Background: an optimization exercise with open tools, aiming at small area, a short achievable clock period and few clock cycles per item. Do not read the settings as production practice.
At most, simulation tests tie the RTL to the original design; equivalence was not proved.
Power and IR drop assume default switching activity.

== run 2 ==
==> flow/design.v (excerpt) <==
module de1soc_top (
    input  logic        clock,
    input  logic        reset,
    input  logic [31:0] in_data,
    input  logic        in_valid,
    output logic        upstream_stall,
    output logic [31:0] out_data,
    output logic        out_valid,
    input  logic        downstream_stall
);
make LEC_CHECK=0 CAP_MARGIN=20 CORE_MARGIN=2 CORE_UTILIZATION=40 SLEW_MARGIN=20 finish   # period 16.0 ns
run.sh (not shown) runs the stock make flow with config.mk's settings and CLKGATE_MAP_FILE= SYNTH_SCRIPT=/design/flow/synth_recipe.tcl, a recipe that flattens the netlist after the stock synthesis.
Testbench counts of run 2, summed over its fixed seeds: cycles 14,504, frames 512.
## Diff of input files: run 4 against run 2
-- flow/design.v --
<<< run 2, line 234
    logic        b_first;    
    logic        b_stepn;    
    logic        b_wt;       
    logic [17:0] b_s;
    logic [4:0]  b_idx;      
    logic        nf;         
>>> run 4, line 234
    logic        b_first;    
    logic        b_stepn;    
    logic [17:0] b_s;        
    logic [4:0]  b_idx;      
    logic        nf;         
<<< run 2, line 248
        b_first <= take_s && nf;
        b_stepn <= take_s && !nf && wt;
        b_wt    <= take_s && wt;
        b_s     <= in_data[17:0];
        if (reset) begin
            nf <= 1'b1;
>>> run 4, line 247
        b_first <= take_s && nf;
        b_stepn <= take_s && !nf && wt;
        b_s     <= (take_s && wt) ? in_data[17:0] : 18'd0;
        if (reset) begin
            nf <= 1'b1;
<<< run 2, line 266
    logic [25:0] v;          
    always_ff @(posedge clock) begin
        p <= (b_first ? 23'd0 : p) + (b_wt ? {{5{b_s[17]}}, b_s} : 23'd0);
        v <= (b_first ? 26'd0 : v) + (b_stepn ? {{3{p[22]}}, p} : 26'd0);
    end
>>> run 4, line 264
    logic [25:0] v;          
    always_ff @(posedge clock) begin
        p <= (b_first ? 23'd0 : p) + {{5{b_s[17]}}, b_s};
        v <= (b_first ? 26'd0 : v) + (b_stepn ? {{3{p[22]}}, p} : 26'd0);
    end
<<< run 2, line 296
        case (k)
            0: order_of = 4;  1: order_of = 8;  2: order_of = 0;  3: order_of = 3;
            4: order_of = 7;  5: order_of = 2;  6: order_of = 6;  7: order_of = 1;
            8: order_of = 5;  default: order_of = 9;
        endcase
>>> run 4, line 294
        case (k)
            0: order_of = 4;  1: order_of = 8;  2: order_of = 0;  3: order_of = 3;
            4: order_of = 1;  5: order_of = 7;  6: order_of = 2;  7: order_of = 6;
            8: order_of = 5;  default: order_of = 9;
        endcase
<<< run 2, line 334
        always_ff @(posedge clock) begin
            if (clr) begin
                q  <= '0;
                pc <= '0;
            end else begin
>>> run 4, line 332
        always_ff @(posedge clock) begin
            if (clr) begin
                q  <= addend;
                pc <= '0;
            end else begin
<<< run 2, line 417
    logic [25:0] tot;
    assign tot = z_s + z_c2;
    always_ff @(posedge clock) begin
        if (reset) begin
>>> run 4, line 415
    logic [25:0] tot;
    assign tot = z_s + z_c2;
    logic        y_v;
    logic [3:0]  y_c;
    logic [17:0] y_val;
    always_ff @(posedge clock) begin
        y_v   <= !reset && z_v;
        y_c   <= z_c;
        y_val <= tot[25:8];
    end
    always_ff @(posedge clock) begin
        if (reset) begin
<<< run 2, line 432
    for (genvar c = 0; c < CH; c++) begin : g_rbuf
        always_ff @(posedge clock) begin
            if (z_v && z_c == 4'(c)) rbuf[c*18 +: 18] <= tot[25:8];
        end
    end
>>> run 4, line 438
    for (genvar c = 0; c < CH; c++) begin : g_rbuf
        always_ff @(posedge clock) begin
            if (y_v && y_c == 4'(c)) rbuf[c*18 +: 18] <= y_val;
        end
    end
<<< run 2, line 450
    always_ff @(posedge clock) begin
        if (xfer)     wcnt <= '0;
        else if (z_v) wcnt <= wcnt + 4'd1;
    end
    assign ordy  = busy && (wcnt > opos);
>>> run 4, line 456
    always_ff @(posedge clock) begin
        if (xfer)     wcnt <= '0;
        else if (y_v) wcnt <= wcnt + 4'd1;
    end
    assign ordy  = busy && (wcnt > opos);
--- outcome ---
Min utilization after layout across run 2 and run 4: run 4
Summary: with run 2 as the reference, total power in run 4 moved down by a few percent.
The run showing the smaller final area is run 2.
Diff run 2 -> run 4: power density of the placed cells down 8.0%, setup slack now sits lower.
Sequential share of layout area (higher): run 2
Relative to run 2, first-iteration DRC count has decreased by 6.1% in run 4.
Only the layout flow was run in run 4; the RTL was not checked for function there.


## v31
de1soc_top, a different RTL version from the one above (not shown whole).
For scale: ~4000 cells after synthesis, ~740 flip-flops, roughly 70 I/O pins.
clock: 16.0 ns
lec_check: 0
cap_margin: 20
core_margin: 2
core_utilization: 40
cts_cluster_diameter: 70
cts_cluster_size: 25
slew_margin: 20
standard.sh (not shown) runs the stock make flow with config.mk's settings and CLKGATE_MAP_FILE= SYNTH_SCRIPT=/design/flow/synth_recipe.tcl, a recipe that flattens the netlist after the stock synthesis.
==> flow/flow/run.sh <==
#!/bin/bash
# The standard layout (standard.sh), except that timing repair aims for
# 11 ns of setup slack on the 16 ns clock (paths of about 5 ns) instead of 0.
# The make output goes to flow_make.log; ORFS keeps each step's log under
# orfs/logs/.
set -euo pipefail
bash standard.sh SETUP_SLACK_MARGIN=11 finish > flow_make.log 2>&1
v31 finished every step from synthesis to the final layout, and the layout passed the timing, DRC and antenna checks.
Testbench counts of v31, summed over its fixed seeds: cycles 14,504, frames 512.
The inputs of v10 differ from those of v31 as listed below.
-- flow/design.v --
<<< v31, line 239
    logic        nf;         
    logic        take, take_s, wt;
    logic        rdy;        
    assign take   = in_valid && rdy && !reset;
    assign take_s = take && !in_data[31];
    assign wt     = nf || (b_idx <= 5'd26);      
>>> v10, line 239
    logic        nf;         
    logic        take, take_s, wt;
    assign take   = in_valid && !upstream_stall && !reset;
    assign take_s = take && !in_data[31];
    assign wt     = nf || (b_idx <= 5'd26);      
<<< v31, line 444
    logic        o_last;
    logic [17:0] o_val;
    logic        ovn;        
    assign oload = ovn || !downstream_stall;
    logic [3:0]  wcnt;       
    logic [3:0]  opos;       
>>> v10, line 443
    logic        o_last;
    logic [17:0] o_val;
    assign oload = !out_valid || !downstream_stall;
    logic [3:0]  wcnt;       
    logic [3:0]  opos;       
<<< v31, line 463
            och       <= '0;
            out_valid <= 1'b0;
            ovn       <= 1'b1;
        end else begin
            if (oload) begin
                out_valid <= ordy;
                ovn       <= !ordy;
            end
            if (xfer) begin
                busy <= 1'b1;
>>> v10, line 461
            och       <= '0;
            out_valid <= 1'b0;
        end else begin
            if (oload) out_valid <= ordy;
            if (xfer) begin
                busy <= 1'b1;
<<< v31, line 487
    logic full_n;
    assign full_n = !reset && !b_soft && !xfer && (comp || full);
    logic stall_n;
    assign stall_n = full_n || ((busy || xfer) && !reset && take_s && in_data[30]);
    always_ff @(posedge clock) begin
        upstream_stall <= stall_n;
        rdy            <= !stall_n;
    end
endmodule
>>> v10, line 481
    logic full_n;
    assign full_n = !reset && !b_soft && !xfer && (comp || full);
    always_ff @(posedge clock) begin
        upstream_stall <= full_n || ((busy || xfer) && !reset && take_s && in_data[30]);
    end
endmodule
The utilization after layout of v10 exceeds that of v31 by 0.51 points. Taking v31 as the reference, in v10 total power consumption of the routed design went down by 0.63%; fmax decreased by 0.72% relative to the old numbers; fraction of layout instances using a drive strength above 1 closely matched the old numbers; final instance area shows no meaningful change; worst hold slack decreased 0.0033 ns. [v10] relative area change from synthesis to final layout rose 0.67 points relative to v31. Per the comparison of v10 with v31, die area now smaller; clock share of power now larger. The combinational power share was comparable across v10 and v31. Relative to v31, the number of fillers in the final layout measured on v10 has decreased slightly. Final standard cell count with taps included and fillers excluded, v10 vs v31: down slightly. Looking at total number of tap cells, v10 sits 11 lower than v31 does.
Testbench counts of v10, summed over its fixed seeds: cycles 14,504, frames 512.

## afterwards: timing with drivers on the ports
Ports are ideal in the flow. The routed layouts listed here were re-timed in OpenROAD. Step 1 assumes that a clkbuf_16 drives the clock port and a buf_2 every other input. Step 2 times the ports against the registers' clock, not the clock port: input delays grow and output delays shrink by t, the midpoint of the rising clock arrivals with the driver on. a / b / c = no drivers / after step 1 / after step 2; a / b = the first two.
| run | t, ns | setup slack, ns | pins driven straight from the clock port |
|---|---|---|---|
| run 2 | 0.714 | 11.017 / 10.950 / 10.993 | 1 |
| run 4 | 0.705 | 11.007 / 10.938 / 10.615 | 1 |
| v31 | 0.663 | 11.161 / 11.084 / 11.055 | 1 |
| v10 | 0.669 | 11.126 / 11.061 / 11.112 | 1 |
After both steps setup and hold are still met in every run listed. The setup slack of run 4, which loses most, moves by -0.069 ns with the drivers and by -0.392 ns with both steps.
